Context: an optimization exercise on an open-source flow, tuned for small area, a short achievable clock period and few clock cycles. The choices shown serve that exercise and are no tape-out recipe. Only simulation tests tie the RTL to the original design; equivalence was not proved.

==> flow/design.v <==
`default_nettype none
package dw_quant_pkg;
    typedef logic signed [7:0]  data_t;    
    typedef logic signed [31:0] acc_t;
    typedef logic signed [15:0] mul_t;
    typedef logic        [5:0]  shift_t;
    typedef logic [71:0] kernel_t;    
    typedef struct packed {
        acc_t   bias;
        mul_t   mul;
        shift_t shift;
        data_t  relu_min;
        data_t  relu_max;
    } quant_t;
    typedef struct packed {
        logic  valid;
        logic  last;     
        data_t data;
    } tap_t;
    typedef struct packed {
        logic  valid;
        data_t data;
    } res_t;
endpackage
`default_nettype wire
`default_nettype none
package conv_geom_pkg;
    typedef logic        [15:0] dim_t;
    typedef logic signed [16:0] coord_t;   
    typedef logic        [31:0] addr_t;
    typedef struct packed {
        dim_t                in_img_h;
        dim_t                in_img_w;
        coord_t              tile_in_row;
        coord_t              tile_in_col;
        dim_t                tile_out_h;
        dim_t                tile_out_w;
        dim_t                channels;
        dim_t                stride;
        logic signed [7:0]    pad_value;
        addr_t               in_base;
        addr_t               buf_base;
    } tile_cfg_t;
    typedef struct packed {
        logic  en;
        addr_t addr;
    } mem_rd_req_t;
    typedef struct packed {
        logic                en;
        addr_t               addr;
        logic signed [7:0]   data;
    } buf_wr_t;
endpackage
`default_nettype wire
`timescale 1ns/1ps
`default_nettype none
module dw_tile_top (
    input  wire         clk,
    input  wire         rst_n,
    input  wire         start_i,
    output logic        busy_o,
    output logic        done_o,
    input  wire  [15:0] cfg_in_img_h_i,
    input  wire  [15:0] cfg_in_img_w_i,
    input  wire  [16:0] cfg_tile_in_row_i,
    input  wire  [16:0] cfg_tile_in_col_i,
    input  wire  [15:0] cfg_tile_out_h_i,
    input  wire  [15:0] cfg_tile_out_w_i,
    input  wire  [15:0] cfg_channels_i,
    input  wire  [15:0] cfg_stride_i,
    input  wire  [7:0]  cfg_pad_value_i,
    input  wire  [31:0] cfg_in_base_i,
    input  wire  [31:0] cfg_buf_base_i,
    output logic        in_rd_en_o,
    output logic [31:0] in_rd_addr_o,
    input  wire  [7:0]  in_rd_data_i,
    output logic        buf_wr_en_o,
    output logic [31:0] buf_wr_addr_o,
    output logic [7:0]  buf_wr_data_o,
    input  wire  [71:0] kernel_i,
    input  wire  [31:0] q_bias_i,
    input  wire  [15:0] q_mul_i,
    input  wire  [5:0]  q_shift_i,
    input  wire  [7:0]  q_relu_min_i,
    input  wire  [7:0]  q_relu_max_i,
    output logic [15:0] ch_idx_o
);
    logic start_acc;
    assign start_acc = start_i && !busy_o;
    logic [15:0] h_q, w_q, oh_q, ow_q, cm1_q, cs_q;
    logic [16:0] r0_q, x0_q, s2_q;
    logic [1:0]  sm_q;           
    logic [7:0]  pad_q;
    always_ff @(posedge clk) begin
        if (start_acc) begin
            h_q   <= cfg_in_img_h_i;
            w_q   <= cfg_in_img_w_i;
            oh_q  <= cfg_tile_out_h_i;
            ow_q  <= cfg_tile_out_w_i;
            cm1_q <= cfg_channels_i - 16'd1;
            cs_q  <= (cfg_stride_i >= 16'd3) ? cfg_stride_i - 16'd2 : 16'd1;
            sm_q  <= (cfg_stride_i >= 16'd3) ? 2'd3 : cfg_stride_i[1:0];
            r0_q  <= cfg_tile_in_row_i;
            x0_q  <= cfg_tile_in_col_i;
            s2_q  <= {cfg_stride_i, 1'b0};
            pad_q <= cfg_pad_value_i;
        end
    end
    logic        init_q;         
    logic        run_q;          
    logic        wdone_q;        
    logic        w_t_q;          
    logic        q_t_q;          
    logic        ch_inc_q;       
    logic        ch_chg_q;       
    logic        cool_q;         
    logic [1:0]  mop_q;          
    logic [1:0]  mcnt_q;
    logic [31:0] chan_q;         
    logic [31:0] band_q;         
    logic [31:0] rdp_q;          
    logic [31:0] jw_q;           
    logic [31:0] hw_q;           
    logic [15:0] m_a;
    logic [3:0]  m_d;
    logic [19:0] m_p;
    logic [31:0] m_t, m_dst, m_sum;
    logic        jw_ok, hw_ok;
    always_comb begin
        case (mop_q)
            2'd0:    m_a = r0_q[15:0];
            2'd1:    m_a = cs_q;
            default: m_a = h_q;
        endcase
        m_d = m_a[4*mcnt_q +: 4];
        m_p = w_q * m_d;
        m_t = {12'd0, m_p} << {mcnt_q, 2'b00};
        case (mop_q)
            2'd0:    m_dst = chan_q;
            2'd1:    m_dst = jw_q;
            default: m_dst = hw_q;
        endcase
        m_sum = m_dst + m_t;
    end
    assign jw_ok = mop_q[1];
    assign hw_ok = (mop_q == 2'd3);
    logic [16:0] top_q;          
    logic [16:0] rc_q;           
    logic [16:0] xc_q;           
    logic [16:0] rem_q;          
    logic [15:0] rrem_q;         
    logic [2:0]  step_q;         
    logic [2:0]  fstep_q;        
    logic        dir_q;          
    logic        bempty_q;       
    logic [1:0]  kx_q;           
    logic        oxg1_q, oxg2_q;
    logic        colf_q;         
    logic        has2, lastband, colin, rcneg, rcin, jdn, jup, rcdn_in;
    logic [2:0]  last_step;
    logic [16:0] rc_dn, rc_up;
    logic [31:0] p_dn, p_up;
    logic        seek, rd, cont, colend, lastcol, kwrap;
    logic        sv0, sv1, sv2, cpl, stall, adv;
    logic [1:0]  sc;
    logic [31:0] nb_sum;
    always_comb begin
        has2      = |rrem_q[15:1];
        lastband  = (rrem_q <= 16'd2);
        last_step = has2 ? ({1'b0, sm_q} + 3'd2) : 3'd2;
        colin     = !xc_q[16] && (xc_q[15:0] < w_q);
        rcneg     = rc_q[16];
        rcin      = !rc_q[16] && (rc_q[15:0] < h_q);
        jdn       = (sm_q == 2'd3) && (step_q == 3'd2);
        jup       = (sm_q == 2'd3) && (step_q == 3'd3);
        rc_dn     = rc_q + (jdn ? {1'b0, cs_q} : 17'd1);
        rc_up     = rc_q - (jup ? {1'b0, cs_q} : 17'd1);
        p_dn      = rdp_q + (jdn ? jw_q : {16'd0, w_q});
        p_up      = rdp_q - (jup ? jw_q : {16'd0, w_q});
        rcdn_in   = !rc_dn[16] && (rc_dn[15:0] < h_q);
        seek   = colin && !bempty_q && rcneg;
        rd     = colin && !bempty_q && rcin;
        cont   = dir_q ? (step_q > fstep_q) : ((step_q < last_step) && rcdn_in);
        colend = !seek && !(rd && cont);
        sv0 = !rem_q[16];
        sv1 = oxg1_q && ($signed(rem_q) >= -17'sd1);
        sv2 = oxg2_q && ($signed(rem_q) >= -17'sd2);
        kwrap = ({1'b0, kx_q} + 3'd1 == {1'b0, sm_q});
        case (sm_q)
            2'd1: begin
                lastcol = (rem_q == 17'h1FFFE);
                cpl     = sv2;
                sc      = 2'd2;
            end
            2'd2: begin
                lastcol = (rem_q == 17'h1FFFF) && (kx_q == 2'd0);
                cpl     = sv1 && (kx_q == 2'd0);
                sc      = 2'd1;
            end
            default: begin
                lastcol = (rem_q == 17'd0) && (kx_q == 2'd2);
                cpl     = sv0 && (kx_q == 2'd2);
                sc      = 2'd0;
            end
        endcase
        stall = colend && ((cpl && (cool_q || (q_t_q != w_t_q))) ||
                           (lastcol && (!jw_ok || (lastband && !hw_ok))));
        adv   = run_q && !wdone_q && !stall;
        nb_sum = lastband ? (chan_q + hw_q) : (band_q + {jw_q[30:0], 1'b0} + {w_q, 2'b00});
    end
    assign in_rd_en_o   = adv && rd;
    assign in_rd_addr_o = rdp_q;
    logic        c1_v, c1_rd, c1_sh, c1_cpl, c1_h2, c1_be;
    logic [2:0]  c1_step, c1_sv;
    logic [1:0]  c1_kx, c1_sc;
    logic        c2_v, c2_sh, c2_cpl, c2_h2, c2_be;
    logic [1:0]  c2_sc;
    logic signed [8:0] dq;
    logic [5:0][7:0]   w2;
    logic [5:0][19:0]  acc_q;
    logic        h_v0, h_v1, h_be, h_p2;
    logic [19:0] h_s0, h_s1;
    logic        r0_v, r0_row1, r0_be, r0_p2;
    logic [31:0] r0_a;
    logic        r1_v, r1_row1, r1_be, r1_p2;
    logic [47:0] r1_p;
    logic [31:0] wp_q;           
    logic [31:0] q_init;
    logic [15:0] q_mul;
    logic [5:0]  q_shift;
    logic [7:0]  q_rmin, q_rmax;
    logic signed [11:0] sw_q;
    logic pipe_empty, qload, last_out;
    assign pipe_empty = !(c1_v && c1_cpl) && !(c2_v && c2_cpl) && !h_v0 && !h_v1 && !r0_v && !r1_v;
    assign qload      = busy_o && (q_t_q != w_t_q) && !ch_inc_q && !ch_chg_q && pipe_empty;
    assign last_out   = wdone_q && r1_v && !r0_v && !h_v0 && !h_v1 &&
                        !(c1_v && c1_cpl) && !(c2_v && c2_cpl);
    always_ff @(posedge clk or negedge rst_n) begin
        if (!rst_n) begin
            busy_o   <= 1'b0;
            done_o   <= 1'b0;
            init_q   <= 1'b0;
            run_q    <= 1'b0;
            wdone_q  <= 1'b0;
            w_t_q    <= 1'b0;
            q_t_q    <= 1'b0;
            ch_inc_q <= 1'b0;
            ch_chg_q <= 1'b0;
            cool_q   <= 1'b0;
            mop_q    <= 2'd3;
            mcnt_q   <= 2'd0;
            ch_idx_o <= 16'd0;
            c1_v     <= 1'b0;
            c2_v     <= 1'b0;
            h_v0     <= 1'b0;
            h_v1     <= 1'b0;
            r0_v     <= 1'b0;
            r1_v     <= 1'b0;
            buf_wr_en_o <= 1'b0;
        end else begin
            done_o   <= 1'b0;
            ch_inc_q <= 1'b0;
            ch_chg_q <= ch_inc_q;
            if (ch_inc_q) ch_idx_o <= ch_idx_o + 16'd1;
            cool_q   <= 1'b0;
            c1_v     <= adv;
            c2_v     <= c1_v;
            r1_v     <= r0_v;
            buf_wr_en_o <= r1_v;
            if (qload) q_t_q <= w_t_q;
            r0_v <= h_v0 || h_v1;
            if (h_v1) h_v1 <= 1'b0;
            else if (h_v0) h_v0 <= 1'b0;
            if (c2_v && c2_cpl) begin
                h_v0 <= 1'b1;
                h_v1 <= c2_h2;
            end
            if (start_acc) begin
                busy_o   <= 1'b1;
                init_q   <= 1'b1;
                run_q    <= 1'b0;
                wdone_q  <= 1'b0;
                w_t_q    <= ~w_t_q;
                ch_idx_o <= 16'd0;
                ch_chg_q <= 1'b1;
                mop_q    <= 2'd0;
                mcnt_q   <= 2'd0;
            end else begin
                if (last_out) begin
                    busy_o <= 1'b0;
                    done_o <= 1'b1;
                    run_q  <= 1'b0;
                end
                if (mop_q != 2'd3) begin
                    mcnt_q <= mcnt_q + 2'd1;
                    if (mcnt_q == 2'd3) begin
                        case (mop_q)
                            2'd0: begin
                                mop_q  <= (sm_q == 2'd3) ? 2'd1 : 2'd2;
                                init_q <= 1'b0;
                                run_q  <= 1'b1;
                            end
                            2'd1:    mop_q <= 2'd2;
                            default: mop_q <= 2'd3;
                        endcase
                    end
                end
                if (adv) begin
                    if (colend && cpl && has2) cool_q <= 1'b1;
                    if (colend && lastcol && lastband) begin
                        if (ch_idx_o == cm1_q) begin
                            wdone_q <= 1'b1;
                        end else begin
                            w_t_q    <= ~w_t_q;
                            ch_inc_q <= 1'b1;
                        end
                    end
                end
            end
        end
    end
    always_ff @(posedge clk) begin
        if (start_acc) begin
            chan_q   <= cfg_in_base_i + {{15{cfg_tile_in_col_i[16]}}, cfg_tile_in_col_i} -
                        (cfg_tile_in_row_i[16] ? {cfg_in_img_w_i, 16'd0} : 32'd0);
            jw_q     <= (cfg_stride_i == 16'd1) ? -{16'd0, cfg_in_img_w_i} : 32'd0;
            hw_q     <= 32'd0;
            top_q    <= cfg_tile_in_row_i;
            rc_q     <= cfg_tile_in_row_i;
            xc_q     <= cfg_tile_in_col_i;
            rem_q    <= {1'b0, cfg_tile_out_w_i} - 17'd1;
            rrem_q   <= cfg_tile_out_h_i;
            step_q   <= 3'd0;
            fstep_q  <= 3'd0;
            dir_q    <= 1'b0;
            bempty_q <= 1'b0;
            kx_q     <= 2'd0;
            oxg1_q   <= 1'b0;
            oxg2_q   <= 1'b0;
            colf_q   <= 1'b1;
        end else begin
            if (mop_q != 2'd3) begin
                case (mop_q)
                    2'd0:    chan_q <= m_sum;
                    2'd1:    jw_q   <= m_sum;
                    default: hw_q   <= m_sum;
                endcase
                if (mop_q == 2'd0 && mcnt_q == 2'd3) begin
                    band_q <= m_sum;
                    rdp_q  <= m_sum;
                end
            end
            if (adv) begin
                colf_q <= 1'b0;
                if (seek) begin
                    if (step_q < last_step) begin
                        step_q  <= step_q + 3'd1;
                        fstep_q <= step_q + 3'd1;
                        rc_q    <= rc_dn;
                        rdp_q   <= p_dn;
                    end else begin
                        bempty_q <= 1'b1;
                    end
                end else if (rd && cont) begin
                    step_q <= dir_q ? step_q - 3'd1 : step_q + 3'd1;
                    rc_q   <= dir_q ? rc_up : rc_dn;
                    rdp_q  <= dir_q ? p_up : p_dn;
                end else begin
                    colf_q <= 1'b1;
                    if (rd) dir_q <= ~dir_q;
                    if (lastcol) begin
                        xc_q     <= x0_q;
                        kx_q     <= 2'd0;
                        rem_q    <= {1'b0, ow_q} - 17'd1;
                        oxg1_q   <= 1'b0;
                        oxg2_q   <= 1'b0;
                        step_q   <= 3'd0;
                        fstep_q  <= 3'd0;
                        dir_q    <= 1'b0;
                        bempty_q <= 1'b0;
                        band_q   <= nb_sum;
                        rdp_q    <= nb_sum;
                        if (lastband) begin
                            chan_q <= nb_sum;
                            rrem_q <= oh_q;
                            top_q  <= r0_q;
                            rc_q   <= r0_q;
                        end else begin
                            rrem_q <= rrem_q - 16'd2;
                            top_q  <= top_q + s2_q;
                            rc_q   <= top_q + s2_q;
                        end
                    end else if (!kwrap) begin
                        kx_q  <= kx_q + 2'd1;
                        xc_q  <= xc_q + 17'd1;
                        rdp_q <= rdp_q + 32'd1;
                    end else begin
                        kx_q   <= 2'd0;
                        xc_q   <= xc_q + {1'b0, cs_q};
                        rdp_q  <= rdp_q + {16'd0, cs_q};
                        rem_q  <= rem_q - 17'd1;
                        oxg1_q <= 1'b1;
                        oxg2_q <= oxg1_q;
                    end
                end
            end
        end
    end
    always_ff @(posedge clk) begin
        c1_rd   <= rd;
        c1_sh   <= colf_q && (kx_q == 2'd0);
        c1_cpl  <= colend && cpl;
        c1_h2   <= has2;
        c1_be   <= lastcol;
        c1_step <= step_q;
        c1_sv   <= {sv2, sv1, sv0};
        c1_kx   <= kx_q;
        c1_sc   <= sc;
    end
    logic [5:0]       l_en;
    logic [5:0][3:0]  l_idx;
    logic [2:0][3:0]  kxs;
    logic [2:0]       ky1;
    always_comb begin
        ky1 = c1_step - {1'b0, sm_q};
        for (int s = 0; s < 3; s++) begin
            kxs[s]     = {2'd0, c1_kx} + 4'(s) * {2'd0, sm_q};
            l_en[s]    = c1_rd && c1_sv[s] && (kxs[s] <= 4'd2) && (c1_step <= 3'd2);
            l_idx[s]   = {1'b0, c1_step} * 4'd3 + kxs[s];
            l_en[3+s]  = c1_rd && c1_sv[s] && (kxs[s] <= 4'd2) && c1_h2 && (c1_step >= {1'b0, sm_q});
            l_idx[3+s] = {1'b0, ky1} * 4'd3 + kxs[s];
        end
    end
    always_ff @(posedge clk) begin
        c2_sh  <= c1_sh;
        c2_cpl <= c1_cpl;
        c2_h2  <= c1_h2;
        c2_be  <= c1_be;
        c2_sc  <= c1_sc;
        dq     <= $signed({in_rd_data_i[7], in_rd_data_i}) - $signed({pad_q[7], pad_q});
        for (int l = 0; l < 6; l++) begin
            w2[l] <= l_en[l] ? kernel_i[8*l_idx[l] +: 8] : 8'd0;
        end
    end
    logic [5:0][19:0] acc_n;
    logic [5:0][19:0] mbase;
    logic [5:0][16:0] mprod;
    always_comb begin
        for (int l = 0; l < 6; l++) begin
            if (!c2_sh)                mbase[l] = acc_q[l];
            else if (l == 0 || l == 3) mbase[l] = 20'd0;
            else                       mbase[l] = acc_q[l-1];
            mprod[l] = 17'(dq * $signed(w2[l]));
            acc_n[l] = mbase[l] + {{3{mprod[l][16]}}, mprod[l]};
        end
    end
    always_ff @(posedge clk) begin
        if (c2_v) acc_q <= acc_n;
        if (c2_v && c2_cpl) begin
            h_s0 <= acc_n[c2_sc];
            h_s1 <= acc_n[3 + c2_sc];
            h_be <= c2_be;
            h_p2 <= c2_h2;
        end
    end
    logic signed [19:0] psw;
    assign psw = $signed(pad_q) * sw_q;
    always_ff @(posedge clk) begin
        sw_q <= $signed(kernel_i[7:0])   + $signed(kernel_i[15:8])  + $signed(kernel_i[23:16]) +
                $signed(kernel_i[31:24]) + $signed(kernel_i[39:32]) + $signed(kernel_i[47:40]) +
                $signed(kernel_i[55:48]) + $signed(kernel_i[63:56]) + $signed(kernel_i[71:64]);
        if (qload) begin
            q_init  <= q_bias_i + {{12{psw[19]}}, psw};
            q_mul   <= q_mul_i;
            q_shift <= q_shift_i;
            q_rmin  <= q_relu_min_i;
            q_rmax  <= q_relu_max_i;
        end
    end
    logic [19:0]        hsel;
    logic signed [47:0] m48;
    assign hsel = h_v1 ? h_s1 : h_s0;
    assign m48  = $signed(r0_a) * $signed(q_mul);
    always_ff @(posedge clk) begin
        r0_row1 <= h_v1;
        r0_be   <= !h_v1 && h_be;
        r0_p2   <= h_p2;
        r0_a    <= {{12{hsel[19]}}, hsel} + q_init;
        r1_row1 <= r0_row1;
        r1_be   <= r0_be;
        r1_p2   <= r0_p2;
        r1_p    <= m48;
    end
    logic signed [47:0] sh;
    logic               fits, gt, lt;
    logic [7:0]         res;
    logic [31:0]        wp_b, wp_sum;
    always_comb begin
        sh   = $signed(r1_p) >>> q_shift;
        fits = (sh[47:7] == {41{sh[47]}});
        gt   = fits ? ($signed(sh[7:0]) > $signed(q_rmax)) : !sh[47];
        lt   = fits ? ($signed(sh[7:0]) < $signed(q_rmin)) : sh[47];
        res  = gt ? q_rmax : (lt ? q_rmin : sh[7:0]);
        wp_b = r1_row1 ? {16'd0, ow_q} :
               ((r1_be && r1_p2) ? {16'd0, ow_q} + 32'd1 : 32'd1);
        wp_sum = wp_q + wp_b;
    end
    always_ff @(posedge clk) begin
        if (start_acc) begin
            wp_q <= cfg_buf_base_i;
        end else if (r1_v && !r1_row1) begin
            wp_q <= wp_sum;
        end
        buf_wr_data_o <= res;
        buf_wr_addr_o <= r1_row1 ? wp_sum : wp_q;
    end
endmodule
`default_nettype wire
==> flow/run.sh <==
#!/bin/bash
# synth_recipe.tcl (not shown) runs the flow's synth.tcl, then flattens the netlist and writes it again
# the make line also repeats each setting of config.mk as NAME=value (left out here)
make -C /OpenROAD-flow-scripts/flow DESIGN_CONFIG=/design/flow/config.mk WORK_HOME=/design/flow/orfs CLKGATE_MAP_FILE= SYNTH_SCRIPT=/design/flow/synth_recipe.tcl finish
==> flow/config.mk <==
export PLATFORM = sky130hd
export DESIGN_NAME = dw_tile_top
export DESIGN_NICKNAME = dw_tile_top
export VERILOG_FILES = /design/flow/design.v
export SDC_FILE = /design/flow/constraint.sdc
export NUM_CORES = 4
export LEC_CHECK = 0
export CAP_MARGIN = 20
export CORE_MARGIN = 2
export CORE_UTILIZATION = 40
export SLEW_MARGIN = 20
==> flow/constraint.sdc <==
create_clock -name core_clock -period 14.0 [get_ports {clk}]
set_input_delay 2.8000 -clock core_clock [delete_from_list [all_inputs] [get_ports {clk}]]
set_output_delay 2.8000 -clock core_clock [all_outputs]
set_load 0.01 [all_outputs]
==> impl_metrics.csv <==
group,metric,value,unit
worst_setup_path,arrival,8090,ps
cts,cts.clk_slew.worst_paths,60,ps
worst_setup_path,cp-endpoint,"in_rd_en_o",
cts,cts_tree,"done",
yosys,synth_warnings,1,
cts,htreeDepth,3,
die,fp.dieArea,0.283,mm2
yosys,synth.avg_cell_area,9.24,um2
timing,final.setup_skew,132,ps
worst_setup_path,crit_type,"reg2out",
yosys,synth_area_leader_cell,"fa_1",
global_routing,grt_usage,0.242,
place,routabilityCongestion,0.940,
yosys,synth_nets,14500,
timing,slew_viol_final,0,
timing,relSlewSlack,0.203,
route,wl_per_cell,21.5,um
cts,cts_resized,0,
worst_setup_path,reg2reg_slack,4650,ps
die,pin_count,447,
global_routing,overflow,0,
route,dr_total_vias,87800,
timing,fin_tns_setup,0,ps
layout,final_cell_area,0.124,mm2
route,met1Wirelength,153000,um
yosys,synth_async_sr_flop_share,0.0388,
worst_setup_path,slowest_delay,950,ps
worst_setup_path,path_common_cell,"ha_1",
route,post_drt_via_cell_ratio,5.44,
status,outcome,"complete, no violations",
worst_setup_path,path_cells,"ha_1 > nand2_1 > nor2_4 > and2_1 > ha_1 > a21o_1 > a21oi_1 > nor2b_1 > o21ai_0 > a211oi_1 > or3_1 > a41o_1 > a41oi_1 > xnor2_1 > ha_1 > nand2_1 > nor2_1 > a211oi_1 > and3_1 > nand3_1 > o31ai_4 > o31ai_2 > nor2_1 > clkdlybuf4s50_1",
yosys,synthCells,12100,
flow_run,drv_cap,0,
route,dr_wl_met2,159000,um
yosys,syn_area,0.111,mm2
timing,fmax,91.8,MHz
route,wl_met3,22700,um
route,first_pass_iters,6,
cts,cts.path.max_buffers,4,
die,dieHeight,532,um
worst_setup_path,reg2reg_to,"rdp_q[30]",
worst_setup_path,worstPathRequired,11200,ps
cts,cts-root-buf,"clkbuf_16",
yosys,synth_ff_type,"edfxtp_1",
cts,cts.sinks,929,
die,die_x,532,um
timing,finalSetupViolCount,0,
layout,fin_util,0.448,
timing,worstMarginPinSlew,1170,ps
timing,layout_worst_path_cycle_share,0.778,
worst_setup_path,reg2reg_from,"mop_q[0]",
timing,finalCriticalPeriod,10890,ps
route,wirelength,348000,um
layout,drive_above_1_share,0.0568,
route,drtAntennaViolNets,0,
worst_setup_path,worst-path-max-fanout,20,
place,port_buffers,446,
yosys,seq_area_frac_synth,0.222,
yosys,synth_area_leaders,"fa_1 (19%), edfxtp_1 (16%), ha_1 (11%), dfxtp_1 (5.3%), inv_1 (5.2%)",
min_path,hp-class,"reg2reg",
cts,cts_inserted_buffers,118,
timing,hold_viol,0,
yosys,synth_edf_count,600,
yosys,yosys.area.top_type_share,0.194,
timing,grt_setup_unrepaired,"false",
place,dp_hpwl,272000,um
global_routing,antenna_found_initial,44,
route,detail_route.iter0.violations,6849,
cts,post_cts_buffers,0,
die,core.rowCount,193,
die,fp.coreArea,0.277,mm2
global_routing,grt_pass1_vias,88000,
layout,area_growth,11.2,%
place,place_area,0.120,mm2
worst_setup_path,crit_path_start_kind,"register",
yosys,ys_ff_latch,929,
route,drc,0,
global_routing,grt_pass1_wl,534000,um
worst_setup_path,cp-startpoint,"sm_q[1]",
worst_setup_path,cp_slowest_cell,"o31ai_4",
cts,clock_latency,930,ps
die,initial_core_util,0.403,
worst_setup_path,worstSetupEndpointType,"primary output",
yosys,post_synth_num_cell_types,99,
cts,postCtsHoldBufs,0,
layout,nets,14700,
route,topRoutingLayerUsed,"met5",
global_routing,grt_start_max_net_pins,123,
worst_setup_path,r2r_cells,31,
registers in the layout, indices dropped and copies added, names as in the netlist, 17 cells and up:
name           cells
band_q            32
top_q             17
acc_q            120
r0_a              32
x0_q              17
jw_q              32
rc_q              17
h_s0              20
h_s1              20
r1_p              48
rem_q             17
w2                48
buf_wr_addr_o     32
xc_q              17
chan_q            32
q_init            32
rdp_q             32
r0_q              17
hw_q              32
wp_q              32
worst min-delay path by stage:
stage	start	end	slack (ps)	cells past startpoint
final	r0_row1	r1_row1	320	0
after global routing	c1_sh	c2_sh	340	0
after CTS	r0_row1	r1_row1	320	0
after detailed placement	c1_be	c2_be	310	0
after global placement	r0_row1	r1_row1	310	0
after floorplan	c1_be	c2_be	310	0
metrics by stage:
stage	hold WS [ps]	setup WS, ps	std cells
2_1_floorplan	310	5010	12100
3_3_place_gp	310	4280	15900
3_5_place_dp	315	4210	15900
4_1_cts	324	3160	16100
5_1_grt	340	2720	16100
6_report	321	3110	16100
synth_stat cells (all sizes together), types with 20 or more instances:
cell type / instances
nor2: 707
edfxtp: 600
fa: 1079
and3: 80
nand3: 175
or2: 27
buf: 87
xor2: 254
nor2b: 119
clkbuf: 345
or3: 55
a221oi: 20
o21bai: 87
a31o: 22
and2: 616
mux2i: 218
inv: 1542
dfxtp: 293
dfrtp: 34
o22ai: 65
mux4: 140
a211o: 23
ha: 976
o211ai: 62
a21oi: 676
a211oi: 103
xnor2: 500
o21a: 85
nand2: 1256
nand4: 54
a22oi: 24
o31ai: 37
a31oi: 121
nor4: 32
nor3: 134
mux2: 160
nand2b: 170
o21ai: 526
a21o: 233
cell usage in the layout, fill, tap and decap left out, types with 35 or more instances in the layout:
cell type,netlist,layout
nor2b_1,119,119
o21ai_0,523,520
nand4_1,54,54
inv_1,1541,1539
nor3_1,134,132
nor2_1,706,701
ha_1,976,973
xor2_1,254,254
clkbuf_16,0,128
a31oi_1,121,119
dfxtp_1,293,290
and3_1,80,79
nand2b_1,170,169
a21oi_1,675,674
nand3_1,175,175
edfxtp_1,600,600
and2_1,612,610
a21o_1,233,233
o21bai_1,87,87
o211ai_1,62,62
mux2i_1,218,218
mux2_2,154,154
buf_4,6,122
xnor2_1,500,499
o22ai_1,65,65
a211oi_1,103,103
mux4_2,140,140
or3_1,54,54
clkdlybuf4s50_1,0,445
o21a_1,85,85
o31ai_1,37,35
fa_1,1079,1079
nand2_1,1256,1253
area by class of cell:
type	instances	area, um2
fillers	27100	153000
repair buffers	571	5440
well taps	3705	4640
clock inverters	56	498
inverters	1544	5800
clock buffers	162	3440
diodes	13	32.5
flip-flops and latches	929	24800
multi-input cells	9160	79200
cell families (layout without fill, tap and decap cells):
kind of cell,after synthesis,after routing,synth area share
flops,929,929,0.222
fa+ha+maj,2055,2055,0.303
compound gates,2320,2320,0.132
other cells,0,13,0
simple gates,3509,3509,0.151
buf+inv,1976,2333,0.0674
mux,518,518,0.0641
xor+xnor,758,758,0.0601
metal layers:
layer  vias up  GRT usage
met4        60     0.0755
met2      2569      0.390
met5         -          0
li1      41500          -
met3       548     0.0421
met1     43100      0.329
worst max-delay path: cells and delay by family (launching register included):
kind	cells	cell delay, ps
AOI/OAI and AO/OA	9	2690
buffers and inverters	1	630
xor gates and xnor gates	1	180
DFF	1	620
and+or+nand+nor	10	2150
adders and majority gates	3	880
Testbench counts, summed over its fixed seeds: cycles 63,136.

-- what the ideal ports hide --
No port has a modelled driver above. Below, the same layout with a new extraction and two added sets of constraints. Step 1 (the two cells are an assumption about what drives the block):
set clk [get_ports {clk}]
set_driving_cell -lib_cell sky130_fd_sc_hd__clkbuf_16 $clk
set_driving_cell -lib_cell sky130_fd_sc_hd__buf_2 [delete_from_list [all_inputs] $clk]
Step 2, shift: input delay + t, output delay - t, t = (earliest + latest rising clock arrival at the registers) / 2. This alone moves slack from input paths to output paths. a / b / c = ideal ports / drivers / drivers and shift; a / b = the first two.
shift t [ns]: 0.970
setup slack, ns: 3.111 / 3.009 / 3.979
cell pins on the clock port's net: 1
After both steps setup and hold are still met in this run. The setup slack of this run moves by -0.102 ns with the drivers and by +0.868 ns with both steps.
